What follows belongs to an exercise in optimizing a design on an open flow for small area, a short achievable clock period and few clock cycles per item; a production flow would make more cautious choices.
The RTL was checked by simulation tests, not by an equivalence proof against the original design.
Power is estimated from default activity; no workload was simulated.

`flow/design.v`:
```
package hpid_pkg;
   localparam int OP_W        = 3;
   localparam int ANGLE_IN_W  = 18;
   localparam int THROTTLE_W  = 15;
   localparam int STEER_W     = 15;
   localparam int HEADING_W   = 16;
   localparam int INTEG_W     = 15;
   localparam int DIFF_W      = 17;
   localparam int DERIV_W     = 24;
   localparam int MULT_W      = 16;
   localparam int ACC_W       = 41;
   localparam int GAIN_W     = 16;
   localparam int LIMIT_W    = 14;
   localparam int BAND_W     = 15;
   localparam int PERIOD_W   = 16;
   localparam int RATE_W     = 10;
   localparam int CSR_IDX_W  = 3;
   localparam int CSR_DATA_W = 16;
   localparam logic [OP_W-1:0] OP_YAW      = 3'd0;
   localparam logic [OP_W-1:0] OP_TARGET   = 3'd1;
   localparam logic [OP_W-1:0] OP_ENABLE   = 3'd2;
   localparam logic [OP_W-1:0] OP_TICK     = 3'd3;
   localparam logic [OP_W-1:0] OP_THROTTLE = 3'd4;
   localparam int PI_Q     = 25736;
   localparam int TWO_PI_Q = 51472;
   localparam int TARGET_JUMP_MAX = 81;
endpackage
module hpid_benc (
   input  logic [15:0] b,
   output logic [8:0]  one,
   output logic [8:0]  two,
   output logic [8:0]  neg
);
   always_comb begin
      logic [16:0] bb;
      bb = {1'b0, b};
      for (int i = 0; i < 9; i++) begin
         logic x2, x1, x0;
         x2     = (2*i+1 <= 16) ? bb[2*i+1] : 1'b0;
         x1     = bb[2*i];
         x0     = (i == 0) ? 1'b0 : bb[2*i-1];
         one[i] = x1 ^ x0;
         two[i] = (x2 & ~x1 & ~x0) | (~x2 & x1 & x0);
         neg[i] = x2 & ~(x1 & x0);
      end
   end
endmodule
module hpid_smac (
   input  logic signed [23:0] a,
   input  logic        [8:0]  b_one,
   input  logic        [8:0]  b_two,
   input  logic        [8:0]  b_neg,
   input  logic               add15,
   input  logic               add11,
   output logic        [40:0] s,
   output logic        [40:0] c
);
   logic [40:0] rows [0:8];
   always_comb begin
      logic prev_neg;
      prev_neg = 1'b0;
      for (int i = 0; i < 9; i++) begin
         logic        one, two, neg;
         logic [24:0] sel, pp;
         logic [40:0] r;
         one = b_one[i];
         two = b_two[i];
         neg = b_neg[i];
         sel = one ? {a[23], a} : (two ? {a, 1'b0} : 25'd0);
         pp  = sel ^ {25{neg}};
         r   = '0;
         if (i == 0) begin
            r[23:0]  = pp[23:0];
            r[24]    = pp[24];
            r[25]    = pp[24];
            r[26]    = ~pp[24];
            for (int j = 27; j < 41; j += 2) r[j] = 1'b1;
         end else begin
            r[2*i +: 25] = {~pp[24], pp[23:0]};
            r[2*i-2] = prev_neg;
         end
         if (i == 8) begin
            r[15] = add15;
            r[11] = add11;
         end
         rows[i]  = r;
         prev_neg = neg;
      end
   end
   function automatic logic [81:0] csa(input logic [40:0] x, input logic [40:0] y,
                                       input logic [40:0] z);
      logic [40:0] sum, cy;
      sum = x ^ y ^ z;
      cy  = ((x & y) | (x & z) | (y & z)) << 1;
      csa = {sum, cy};
   endfunction
   logic [81:0] t0, t1, t2, t3, t4, t5, t6;
   always_comb begin
      t0 = csa(rows[0], rows[1], rows[2]);
      t1 = csa(rows[3], rows[4], rows[5]);
      t2 = csa(rows[6], rows[7], rows[8]);
      t3 = csa(t0[81:41], t0[40:0], t1[81:41]);
      t4 = csa(t1[40:0], t2[81:41], t2[40:0]);
      t5 = csa(t3[81:41], t3[40:0], t4[81:41]);
      t6 = csa(t5[81:41], t5[40:0], t4[40:0]);
      s  = t6[81:41];
      c  = t6[40:0];
   end
endmodule
import hpid_pkg::*;
module hpid_ctrl (
   input  logic                   clock,
   input  logic                   reset,
   input  logic [GAIN_W-1:0]      gain_p,
   input  logic [GAIN_W-1:0]      gain_i,
   input  logic [GAIN_W-1:0]      gain_d,
   input  logic [LIMIT_W-1:0]     steer_limit,
   input  logic [BAND_W-1:0]      error_band,
   input  logic [PERIOD_W-1:0]    tick_period,
   input  logic [RATE_W-1:0]      tick_rate,
   input  logic                   req_valid,
   output logic                   req_ready,
   input  logic [OP_W-1:0]        req_op,
   input  logic [ANGLE_IN_W-1:0]  req_angle_in,
   input  logic [THROTTLE_W-1:0]  req_throttle_in,
   input  logic                   req_enable_in,
   output logic                   rsp_valid,
   input  logic                   rsp_ready,
   output logic [STEER_W-1:0]     rsp_steer_out,
   output logic [THROTTLE_W-1:0]  rsp_throttle_out,
   output logic                   rsp_in_band
);
   logic                  c_v;
   logic [OP_W-1:0]       c_op;
   logic [ANGLE_IN_W-1:0] c_data;
   logic                  c_en;
   logic signed [2:0]     c_k;
   logic                        f3_v, f3_dis;
   logic signed [HEADING_W-1:0] f3_err;
   logic signed [HEADING_W-1:0]  yaw, target;
   logic                         yaw_seen, enabled, clr_pend;
   logic signed [THROTTLE_W-1:0] thr;
   logic signed [INTEG_W-1:0]    integ;
   localparam logic [1:0] J_DIS  = 2'd0;
   localparam logic [1:0] J_BAND = 2'd1;
   localparam logic [1:0] J_OOB  = 2'd2;
   logic                         j_v;
   logic [1:0]                   j_kind;
   logic signed [HEADING_W-1:0]  j_err;
   logic signed [THROTTLE_W-1:0] j_thr;
   logic                         j_clr;
   logic                         j_take;
   localparam logic [2:0] B_RDY = 3'd0;
   localparam logic [2:0] B_I2  = 3'd1;
   localparam logic [2:0] B_I3  = 3'd2;
   localparam logic [2:0] B_I4  = 3'd3;
   localparam logic [2:0] B_I5  = 3'd4;
   logic [2:0]                   b_st;
   logic signed [HEADING_W-1:0]  b_err;
   logic signed [HEADING_W-1:0]  last_err;    
   logic                         b_clr;
   logic signed [THROTTLE_W-1:0] b_thr, e_thr;
   logic                         b_dz;
   logic signed [ACC_W-1:0]      acc;
   logic signed [HEADING_W-1:0] w;
   logic                        jump, tick_on;
   logic signed [HEADING_W-1:0] err;
   logic                        inband;
   logic                        stall, adv;
   always_comb begin
      logic signed [DIFF_W-1:0]     td, d;
      logic [HEADING_W-1:0]         eabs;
      w = c_data[HEADING_W-1:0] - HEADING_W'(c_k * TWO_PI_Q);
      td   = c_data[DIFF_W-1:0] - DIFF_W'(c_k * TWO_PI_Q) - DIFF_W'(target);
      jump = (td > DIFF_W'(TARGET_JUMP_MAX)) || (td < -(DIFF_W'(TARGET_JUMP_MAX)));
      tick_on = (c_op == OP_TICK) && enabled && yaw_seen;
      d = DIFF_W'(target) - DIFF_W'(yaw);
      if (d > DIFF_W'(PI_Q))         err = d[HEADING_W-1:0] - HEADING_W'(TWO_PI_Q);
      else if (d < -(DIFF_W'(PI_Q))) err = d[HEADING_W-1:0] + HEADING_W'(TWO_PI_Q);
      else                           err = d[HEADING_W-1:0];
      eabs   = f3_err[HEADING_W-1] ? -f3_err : f3_err;
      inband = eabs < HEADING_W'(error_band);
      stall = f3_v && q_v && !j_take;
      adv   = !stall;
   end
   assign req_ready = !c_v || adv;
   logic signed [2:0] in_k;
   always_comb begin
      logic signed [ANGLE_IN_W-1:0] x;
      x = req_angle_in;
      if (req_op == OP_THROTTLE)              in_k = 3'sd0;
      else if (x > ANGLE_IN_W'(5 * PI_Q))     in_k = 3'sd3;
      else if (x > ANGLE_IN_W'(3 * PI_Q))     in_k = 3'sd2;
      else if (x > ANGLE_IN_W'(PI_Q))         in_k = 3'sd1;
      else if (x < -(ANGLE_IN_W'(5 * PI_Q)))  in_k = -3'sd3;
      else if (x < -(ANGLE_IN_W'(3 * PI_Q)))  in_k = -3'sd2;
      else if (x < -(ANGLE_IN_W'(PI_Q)))      in_k = -3'sd1;
      else                                    in_k = 3'sd0;
   end
   always_ff @(posedge clock) begin
      if (reset) begin
         c_v  <= 1'b0;
         f3_v <= 1'b0;
      end else if (adv) begin
         c_v  <= req_valid;
         f3_v <= c_v && (tick_on || ((c_op == OP_ENABLE) && !c_en && enabled));
      end else if (req_valid && req_ready) begin
         c_v <= 1'b1;
      end
   end
   always_ff @(posedge clock) begin
      if (req_valid && req_ready) begin
         c_op   <= req_op;
         c_data <= (req_op == OP_THROTTLE) ? ANGLE_IN_W'(req_throttle_in) : req_angle_in;
         c_en   <= req_enable_in;
         c_k    <= in_k;
      end
      if (adv) begin
         f3_dis <= (c_op == OP_ENABLE);
         f3_err <= err;
      end
   end
   always_ff @(posedge clock) begin
      if (reset) begin
         yaw      <= '0;
         yaw_seen <= 1'b0;
         target   <= '0;
         enabled  <= 1'b0;
         clr_pend <= 1'b0;
         thr      <= '0;
      end else if (adv) begin
         if (f3_v && !f3_dis) begin
            clr_pend <= 1'b0;
         end
         if (c_v) begin
            unique case (c_op)
               OP_YAW: begin
                  yaw      <= w;
                  yaw_seen <= 1'b1;
               end
               OP_TARGET: begin
                  if (jump) begin
                     clr_pend <= 1'b1;
                  end
                  target <= w;
               end
               OP_ENABLE: begin
                  if (c_en && !enabled) begin
                     clr_pend <= 1'b1;
                  end else if (!c_en && enabled) begin
                     thr <= '0;
                  end
                  enabled <= c_en;
               end
               OP_THROTTLE: begin
                  thr <= c_data[THROTTLE_W-1:0];
               end
               default: begin
               end
            endcase
         end
      end
   end
   logic                         q_v;
   logic [1:0]                   q_kind;
   logic signed [HEADING_W-1:0]  q_err;
   logic signed [THROTTLE_W-1:0] q_thr;
   logic                         q_clr;
   logic                         push, j_load;
   logic [1:0]                   f3_kind;
   always_comb begin
      push    = f3_v && adv;
      j_load  = !j_v || j_take;
      f3_kind = f3_dis ? J_DIS : (inband ? J_BAND : J_OOB);
   end
   always_ff @(posedge clock) begin
      if (reset) begin
         j_v <= 1'b0;
         q_v <= 1'b0;
      end else if (j_load) begin
         j_v <= q_v || push;
         q_v <= q_v && push;
      end else begin
         q_v <= q_v || push;
      end
   end
   always_ff @(posedge clock) begin
      if (j_load) begin
         if (q_v) begin
            j_kind <= q_kind;
            j_err  <= q_err;
            j_thr  <= q_thr;
            j_clr  <= q_clr;
         end else begin
            j_kind <= f3_kind;
            j_err  <= f3_err;
            j_thr  <= thr;
            j_clr  <= clr_pend;
         end
      end
      if (push && (q_v || !j_load)) begin
         q_kind <= f3_kind;
         q_err  <= f3_err;
         q_thr  <= thr;
         q_clr  <= clr_pend;
      end
   end
   logic                      out_free;
   logic                      tp_drain, bp_first;
   logic                      take_oob, take_band, emit_job, fill_bp, e_fire, bp_fire;
   logic signed [INTEG_W-1:0] integ_new;
   logic signed [DERIV_W-1:0] deriv_sat;
   logic signed [STEER_W-1:0] steer_sat;
   logic                         bp_v, bp_behind, bp_band;
   logic signed [THROTTLE_W-1:0] bp_thr;
   logic signed [23:0] x_a, x_a_in;
   logic [15:0]        x_b_in;
   logic [8:0]         x_one, x_two, x_neg, enc_one, enc_two, enc_neg;
   logic               x_v, x_acc, x_gd, x_c15, x_c11;
   logic               x_v_in, x_acc_in, x_gd_in, x_c15_in, x_c11_in;
   logic [40:0]        y_s, y_c, mul_s, mul_c;
   logic               y_v, y_acc, y_gd, y_int;
   logic               x_int, x_int_in;
   logic [ACC_W-1:0]   z_add;
   logic               e_v;
   hpid_benc u_benc (
      .b   (x_b_in),
      .one (enc_one),
      .two (enc_two),
      .neg (enc_neg)
   );
   hpid_smac u_mac (
      .a     (x_a),
      .b_one (x_one),
      .b_two (x_two),
      .b_neg (x_neg),
      .add15 (x_c15),
      .add11 (x_c11),
      .s     (mul_s),
      .c     (mul_c)
   );
   always_comb begin
      logic signed [17:0]        i_sum;
      logic [14:0]               hi;
      logic [13:0]               lo;
      logic [14:0]               lo_plus;
      out_free = !rsp_valid || rsp_ready;
      tp_drain = x_gd || y_gd || e_v;
      bp_first = bp_v && !bp_behind;
      e_fire  = e_v && out_free && !bp_first;
      bp_fire = bp_first && out_free;
      take_oob  = (b_st == B_RDY) && j_v && (j_kind == J_OOB) &&
                  (!tp_drain || (!rsp_valid && !bp_first));
      take_band = ((b_st == B_RDY) || (b_st == B_I4) || (b_st == B_I5)) && j_v &&
                  (j_kind != J_OOB) && !bp_v;
      emit_job  = take_band && (b_st == B_RDY) && !tp_drain && out_free;
      fill_bp   = take_band && !emit_job;
      j_take    = take_oob || take_band;
      i_sum   = acc[33:16];
      if (i_sum > 18'sd8192)       integ_new = 15'sd8192;
      else if (i_sum < -18'sd8192) integ_new = -15'sd8192;
      else                         integ_new = i_sum[INTEG_W-1:0];
      if (acc[27:23] != {5{acc[27]}})
         deriv_sat = acc[27] ? 24'sh800000 : 24'sh7FFFFF;
      else
         deriv_sat = acc[23:0];
      hi      = acc[40:26];
      lo      = acc[25:12];
      lo_plus = 15'(lo) + 15'(steer_limit);
      if (!acc[40]) begin
         if ((hi != '0) || (lo > steer_limit)) steer_sat = STEER_W'(steer_limit);
         else                                  steer_sat = STEER_W'(lo);
      end else begin
         if ((hi != '1) || !lo_plus[14])       steer_sat = -(STEER_W'(steer_limit));
         else                                  steer_sat = {1'b1, lo};
      end
      x_a_in   = 24'(j_err);
      x_b_in   = tick_period;
      x_v_in   = 1'b0;
      x_acc_in = 1'b0;
      x_gd_in  = 1'b0;
      x_c15_in = 1'b0;
      x_c11_in = 1'b0;
      x_int_in = 1'b0;
      unique case (b_st)
         B_I2: begin
            if (b_dz) begin
               x_a_in   = 24'(b_err);
               x_b_in   = gain_p;
               x_c11_in = 1'b1;
            end else begin
               x_a_in = 24'(DIFF_W'(b_err) - (b_clr ? DIFF_W'(0) : DIFF_W'(last_err)));
               x_b_in = 16'(tick_rate);
            end
            x_v_in = 1'b1;
         end
         B_I3: begin
            x_a_in   = 24'(b_err);
            x_b_in   = gain_p;
            x_v_in   = !b_dz;
            x_c11_in = 1'b1;
         end
         B_I4: begin
            x_a_in   = 24'(integ_new);
            x_b_in   = gain_i;
            x_v_in   = 1'b1;
            x_acc_in = 1'b1;
            x_gd_in  = b_dz;
         end
         B_I5: begin
            x_a_in   = deriv_sat;
            x_b_in   = gain_d;
            x_v_in   = 1'b1;
            x_acc_in = 1'b1;
            x_gd_in  = 1'b1;
         end
         default: begin
            x_v_in   = take_oob;
            x_c15_in = 1'b1;
            x_int_in = !j_clr;
         end
      endcase
   end
   always_ff @(posedge clock) begin
      if (reset) begin
         b_st     <= B_RDY;
         integ    <= '0;
         last_err <= '0;
         x_v   <= 1'b0;
         x_gd  <= 1'b0;
         y_v   <= 1'b0;
         y_gd  <= 1'b0;
         e_v   <= 1'b0;
         bp_v  <= 1'b0;
      end else begin
         unique case (b_st)
            B_RDY: if (take_oob) b_st <= B_I2;
            B_I2:  b_st <= B_I3;
            B_I3:  b_st <= B_I4;
            B_I4:  b_st <= b_dz ? B_RDY : B_I5;
            default: b_st <= B_RDY;
         endcase
         if (take_band && (j_kind == J_BAND)) begin
            last_err <= j_err;
         end else if (b_st == B_I2) begin
            last_err <= b_err;
         end
         if (take_band && (j_kind == J_BAND)) begin
            integ <= '0;
         end else if (b_st == B_I4) begin
            integ <= integ_new;
         end
         x_v  <= x_v_in;
         x_gd <= x_gd_in;
         y_v  <= x_v;
         y_gd <= x_gd;
         if (y_gd) begin
            e_v <= 1'b1;
         end else if (e_fire) begin
            e_v <= 1'b0;
         end
         if (fill_bp) begin
            bp_v <= 1'b1;
         end else if (bp_fire) begin
            bp_v <= 1'b0;
         end
      end
   end
   always_ff @(posedge clock) begin
      x_a   <= x_a_in;
      x_one <= enc_one;
      x_two <= enc_two;
      x_neg <= enc_neg;
      x_acc <= x_acc_in;
      x_c15 <= x_c15_in;
      x_c11 <= x_c11_in;
      y_s   <= mul_s;
      y_c   <= mul_c;
      y_acc <= x_acc;
      x_int <= x_int_in;
      y_int <= x_int;
      if (y_v) begin
         acc <= y_s + y_c + z_add;
      end
      if (take_oob) begin
         b_err  <= j_err;
         b_thr  <= j_thr;
         b_clr  <= j_clr;
         b_dz   <= (j_err == (j_clr ? HEADING_W'(0) : last_err));
      end
      if (x_gd_in) begin
         e_thr <= b_thr;
      end
      if (fill_bp) begin
         bp_thr    <= (j_kind == J_BAND) ? j_thr : '0;
         bp_band   <= (j_kind == J_BAND);
         bp_behind <= (b_st != B_RDY) || (tp_drain && !e_fire);
      end else if (e_fire) begin
         bp_behind <= 1'b0;
      end
   end
   always_comb begin
      if (y_acc)      z_add = acc;
      else if (y_int) z_add = ACC_W'({{(ACC_W-16-INTEG_W){integ[INTEG_W-1]}}, integ, 16'd0});
      else            z_add = '0;
   end
   always_ff @(posedge clock) begin
      if (reset) begin
         rsp_valid <= 1'b0;
      end else if (e_fire || bp_fire || emit_job) begin
         rsp_valid <= 1'b1;
      end else if (rsp_ready) begin
         rsp_valid <= 1'b0;
      end
   end
   always_ff @(posedge clock) begin
      if (e_fire) begin
         rsp_steer_out    <= steer_sat;
         rsp_throttle_out <= e_thr;
         rsp_in_band      <= 1'b0;
      end else if (bp_fire) begin
         rsp_steer_out    <= '0;
         rsp_throttle_out <= bp_thr;
         rsp_in_band      <= bp_band;
      end else if (emit_job) begin
         rsp_steer_out    <= '0;
         rsp_throttle_out <= (j_kind == J_BAND) ? j_thr : '0;
         rsp_in_band      <= (j_kind == J_BAND);
      end
   end
endmodule
import hpid_pkg::*;
module heading_pid_steer_controller (
   input  logic                  clock,
   input  logic                  reset,
   input  logic                  req_valid,
   output logic                  req_ready,
   input  logic [OP_W-1:0]       req_op,
   input  logic [ANGLE_IN_W-1:0] req_angle_in,
   input  logic [THROTTLE_W-1:0] req_throttle_in,
   input  logic                  req_enable_in,
   output logic                  rsp_valid,
   input  logic                  rsp_ready,
   output logic [STEER_W-1:0]    rsp_steer_out,
   output logic [THROTTLE_W-1:0] rsp_throttle_out,
   output logic                  rsp_in_band,
   input  logic                  csr_wr_en,
   input  logic [CSR_IDX_W-1:0]  csr_index,
   input  logic [CSR_DATA_W-1:0] csr_wr_data
);
   logic [GAIN_W-1:0]   gain_p, gain_i, gain_d;
   logic [LIMIT_W-1:0]  steer_limit;
   logic [BAND_W-1:0]   error_band;
   logic [PERIOD_W-1:0] tick_period;
   logic [RATE_W-1:0]   tick_rate;
   always_ff @(posedge clock) begin
      if (reset) begin
         gain_p      <= 16'd8192;
         gain_i      <= 16'd410;
         gain_d      <= 16'd1229;
         steer_limit <= 14'd8192;
         error_band  <= 15'd410;
         tick_period <= 16'd1311;
         tick_rate   <= 10'd50;
      end else if (csr_wr_en) begin
         unique case (csr_index)
            3'd0: gain_p      <= csr_wr_data[GAIN_W-1:0];
            3'd1: gain_i      <= csr_wr_data[GAIN_W-1:0];
            3'd2: gain_d      <= csr_wr_data[GAIN_W-1:0];
            3'd3: steer_limit <= csr_wr_data[LIMIT_W-1:0];
            3'd4: error_band  <= csr_wr_data[BAND_W-1:0];
            3'd5: tick_period <= csr_wr_data[PERIOD_W-1:0];
            3'd6: tick_rate   <= csr_wr_data[RATE_W-1:0];
            default: begin
            end
         endcase
      end
   end
   hpid_ctrl u_ctrl (
      .clock            (clock),
      .reset            (reset),
      .gain_p           (gain_p),
      .gain_i           (gain_i),
      .gain_d           (gain_d),
      .steer_limit      (steer_limit),
      .error_band       (error_band),
      .tick_period      (tick_period),
      .tick_rate        (tick_rate),
      .req_valid        (req_valid),
      .req_ready        (req_ready),
      .req_op           (req_op),
      .req_angle_in     (req_angle_in),
      .req_throttle_in  (req_throttle_in),
      .req_enable_in    (req_enable_in),
      .rsp_valid        (rsp_valid),
      .rsp_ready        (rsp_ready),
      .rsp_steer_out    (rsp_steer_out),
      .rsp_throttle_out (rsp_throttle_out),
      .rsp_in_band      (rsp_in_band)
   );
endmodule
```
`flow/run.sh`:
```
#!/bin/bash
# synth_recipe.tcl (not shown) runs the flow's synth.tcl, then flattens the netlist and writes it again
# the make line also repeats each setting of config.mk as NAME=value (left out here)
make -C /OpenROAD-flow-scripts/flow DESIGN_CONFIG=/design/flow/config.mk WORK_HOME=/design/flow/orfs CLKGATE_MAP_FILE= SYNTH_SCRIPT=/design/flow/synth_recipe.tcl finish
```
`flow/config.mk`:
```
export PLATFORM = sky130hd
export DESIGN_NAME = heading_pid_steer_controller
export DESIGN_NICKNAME = heading_pid_steer_controller
export VERILOG_FILES = /design/flow/design.v
export SDC_FILE = /design/flow/constraint.sdc
export NUM_CORES = 4
export LEC_CHECK = 0
export ABC_CLOCK_PERIOD_IN_PS = 3300
export CAP_MARGIN = 20
export CORE_MARGIN = 2
export CORE_UTILIZATION = 45
export CTS_CLUSTER_DIAMETER = 120
export CTS_CLUSTER_SIZE = 24
export SETUP_SLACK_MARGIN = 2.3
export SLEW_MARGIN = 20
```
`flow/constraint.sdc`:
```
create_clock -name core_clock -period 6.0 [get_ports {clock}]
set_input_delay 1.2000 -clock core_clock [delete_from_list [all_inputs] [get_ports {clock}]]
set_output_delay 1.2000 -clock core_clock [all_outputs]
set_load 0.01 [all_outputs]
```
==> notes.md <==
-- layer usage --
| layer | vias up | wire length [um] | share of wire |
|---|---|---|---|
| met1 | 14300 | 48000 | 0.45 |
| met4 | 2 | 2250 | 0.021 |
| met5 | - | 18 | 0.00017 |
| li1 | 14100 | - | - |
| met2 | 639 | 52100 | 0.49 |
| met3 | 96 | 4930 | 0.046 |
-- cell type report --
type / instances / area [um2]
Inverter: 409 / 1540
Clock buffer: 43 / 778
Tap cell: 1144 / 1430
Fill cell: 8055 / 42200
Clock inverter: 8 / 97.6
Sequential cell: 576 / 14000
Multi-Input combinational cell: 2924 / 22800
Timing Repair Buffer: 215 / 2010
-- kinds of logic (layout without fill, tap and decap cells) --
kind of cell    count (synthesis)  in the layout  share of synthesized area
compound gates                941            941                      0.159
xor+xnor                      327            327                     0.0749
flops                         576            576                      0.365
fa+ha+maj                     420            420                      0.179
buf+inv                       643            675                     0.0634
mux                            67             67                     0.0190
simple gates                 1167           1169                      0.140
-- flip-flops by register name (all words and copies together), names as in the netlist, 17 cells and up --
register / count
u_ctrl.acc: 41
u_ctrl.y_s: 41
u_ctrl.y_c: 36
u_ctrl.x_a: 24
u_ctrl.c_data: 17
-- cells in the mapped netlist, types with 8 or more instances --
library cell | number | area [um2]
mux2i_1 | 20 | 200
or3_1 | 22 | 138
nand2_1 | 594 | 2230
nor2_1 | 202 | 758
o31ai_1 | 17 | 128
nor4bb_1 | 9 | 90.1
nor2b_1 | 39 | 244
and2_1 | 59 | 369
nor3_1 | 30 | 150
xnor2_1 | 213 | 1870
nand3b_1 | 34 | 255
mux2_2 | 47 | 529
fa_1 | 215 | 4300
o32ai_1 | 9 | 78.8
o22ai_1 | 14 | 87.6
clkbuf_1 | 211 | 792
o21bai_1 | 15 | 113
and3_1 | 16 | 100
a22oi_1 | 156 | 1170
a221oi_1 | 20 | 175
o21ai_0 | 197 | 986
nand4_1 | 18 | 113
nor4_1 | 14 | 87.6
a21oi_1 | 258 | 1290
o21a_1 | 18 | 135
a221o_1 | 9 | 90.1
a21o_1 | 51 | 383
a211o_1 | 10 | 87.6
nand2b_1 | 49 | 307
dfxtp_1 | 331 | 6630
o211ai_1 | 9 | 67.6
o221ai_1 | 14 | 123
a311oi_1 | 20 | 175
buf_1 | 14 | 52.6
xor2_1 | 113 | 990
a31o_2 | 8 | 70.1
inv_1 | 407 | 1530
nand3_1 | 44 | 220
edfxtp_1 | 245 | 7360
a31oi_1 | 36 | 225
ha_1 | 205 | 2560
a211oi_1 | 17 | 128
-- power groups by stage --
stage / combinational (W) / sequential, W / clock, W
final: 0.00904 / 0.00568 / 0.00229
after global placement: 0.00853 / 0.00575 / 0
after floorplan: 0.00649 / 0.00509 / 0
after CTS: 0.00896 / 0.00566 / 0.00235
after detailed placement: 0.00866 / 0.00574 / 0
after global routing: 0.0103 / 0.00572 / 0.00248
-- worst min-delay path by stage --
stage	slack, ns	endpoint
after floorplan	0.31	u_ctrl.y_acc
after global placement	0.31	u_ctrl.y_int
after detailed placement	0.31	u_ctrl.y_int
after CTS	0.33	u_ctrl.y_acc
after global routing	0.34	u_ctrl.y_int
final	0.33	u_ctrl.y_acc
-- worst max-delay path, stage by stage, from the launching register on --
cell	delay [ns]
edfxtp_1	0.48
ha_4	0.18
inv_2	0.04
fa_2	0.66
inv_2	0.06
fa_1	0.49
inv_2	0.05
ha_4	0.16
nor3_2	0.23
a21boi_4	0.25
o31ai_1	0.09
xnor2_1	0.18
nand4_1	0.11
or4_1	0.51
mux2i_1	0.15
o31ai_1	0.08
-- per-stage QoR --
| stage | utilization | power (W) | area (um2) | instances | hold slack (ns) |
|---|---|---|---|---|---|
| CTS | 0.493 | 0.0170 | 41900 | 5277 | 0.332 |
| global route | 0.503 | 0.0185 | 42700 | 5319 | 0.336 |
| floorplan | - | 0.0116 | 38500 | 4141 | 0.310 |
| global placement | 0.476 | 0.0143 | 40400 | 5200 | 0.314 |
| finish | 0.503 | 0.0170 | 42700 | 5319 | 0.332 |
| detailed placement | 0.476 | 0.0144 | 40400 | 5200 | 0.313 |
-- timing repair --
item | 4_1_cts | 5_1_grt
endpoints found under the setup margin | 153 | 74
pin swaps | 26 | 52
setup buffers | 23 | 39
cloned | 3 | 3
hold endpoints to repair | 0 | 0
resized for setup | 97 | 116
==> metrics.md <==
| Metric | Value |
|---|---|
| Largest net degree at the start of global routing | 112 |
| Core area | 84900 um2 |
| Place WS | 1.69 ns |
| Number of H-tree levels | 1 |
| CTS tree | yes |
| Mean post-synth cell area | 9.26 um2 |
| Die Span Y | 296 um |
| Sw Ratio | 0.429 |
| Number of synthesized flops with an enable pin | 245 |
| Hold Crit Class | register to register |
| GPL Wtd Cong | 0.901 |
| Layout cells sized above 1 | 0.0977 |
| Reg clk slew, reported paths | 0.11 ns |
| Crit Path Category | register to register |
| FP Rows | 107 |
| Routed WL | 107000 um |
| Vias in the first global route | 28000 |
| Met2 Use GR | 0.406 |
| Sink Count | 576 |
| Initial Utilization | 0.452 |
| Seq cells post-synth | 576 |
| Clock skew | 0.0267 ns |
| First-pass GRT wire length | 164000 um |
| Pre-Repair DR Iteration Count | 8 |
| Worst vdd ir | 0.000275 V |
| Critical Path Sink | u_ctrl.clr_pend |
| WHS Path Cells | 0 |
| Initial DRC Count | 2307 |
| Hold-fix buffers, CTS | 0 |
| Final #Nets | 4636 |
| Most common cell after layout, fill and taps aside | nand2_1 |
| CP startpoint | u_ctrl.c_k[2] |
| Crit Path Max Fanout | 4 |
| Async SR Flop Fraction | 0 |
| Setup violators final | 0 |
| I/O pin count | 94 |
| Die area | 87600 um2 |
| Overall die width | 296 um |
| Distinct cells, synth | 88 |
| ANT nets after route | 0 |
| Max_cap viols | 0 |
| Ys flop type | dfxtp_1 |
| HPWL Detailed | 78300 um |
| Initial antenna violation count | 3 |
| DRC | 0 |
| Tightest Pin Transition | 1.12 ns |
| Mapped Area | 38400 um2 |
| Hold_sp | u_ctrl.x_acc |
| DR WL/cell | 20.2 um |
| Buffers added on ports | 93 |
| Sequential power share | 0.334 |
| Via count | 29200 |
| Setup slack after layout | 2.17 ns |
| Yosys warning total | 5 |
| Net count after synthesis | 4622 |
| RSZ-0062 raised after global routing | true |
| Period utilisation layout | 0.638 |
| Worst slew margin | 0.256 |
| Syn Inst Count | 4141 |
| Leak pwr | 16.9 nW |
| Worst r2r src | u_ctrl.c_k[2] |
| Sw Pwr | 0.00729 W |
| Reg2Reg Setup Slack | 2.17 ns |
| P_int | 0.00972 W |
| # diodes | 0 |
| Most frequent cells in the layout | 590 x nand2_1, 395 x inv_1, 296 x dfxtp_1 |
| Clock network power share | 0.134 |
| Fmax | 261 MHz |
| PD cells | 399 nW/um2 |
| Tmin final | 3.83 ns |
| Worst EP arrival | 4.34 ns |
| RR Endpoint | u_ctrl.clr_pend |
| Sequential area share after synthesis | 0.365 |
| DR vias/cell | 5.49 |
| Run status | finished clean |
| Crit path launch type | register |
| Clock buffer depth | 3 |
| Worst setup EP type | register |
| Worst-Skew Late Latency | 0.62 ns |
| Clock root cell | clkbuf_16 |
| Fin. Hold Viols | 0 |
| Total gr overflow | 0 |
| Combinational share of power | 0.532 |
| Max-slew violation count | 0 |
| Final setup TNS | 0 ns |
| Req. time, crit path | 6.51 ns |
| M3 GR Usage | 0.0245 |
| Met1 Track Usage GR | 0.333 |
| Cts bufs inserted | 29 |
| Overall global routing resource usage | 0.240 |
| Area grow syn2layout | 11.3% |
| Busiest grt layer | met2 |
| R2r worst-path depth | 15 |
Testbench counts, summed over its fixed seeds: cycles 7,619, items 1,961.

-- separate check: timing with driven ports --
Ports are ideal in the flow. The routed layout listed here was re-timed in OpenROAD. Step 1, drivers: a clkbuf_16 drives clock and a buf_2 each remaining input, both assumed. Step 2 also shifts input and output timing later by t, the mid clock arrival at the registers, as if the neighbouring blocks saw the same clock. Three values: ideal, step 1, step 2; two values: the first two.
t (ns): 0.681
slack for setup (ns): 2.172 / 2.172 / 2.172
latest minus earliest clock arrival (ns): 0.043 / 0.043
worst slew at a driven data input, ns: 0.07
After both steps this run still meets setup and hold. For this run, drivers alone change the setup slack by 0.000 ns; drivers and shift together by 0.000 ns.
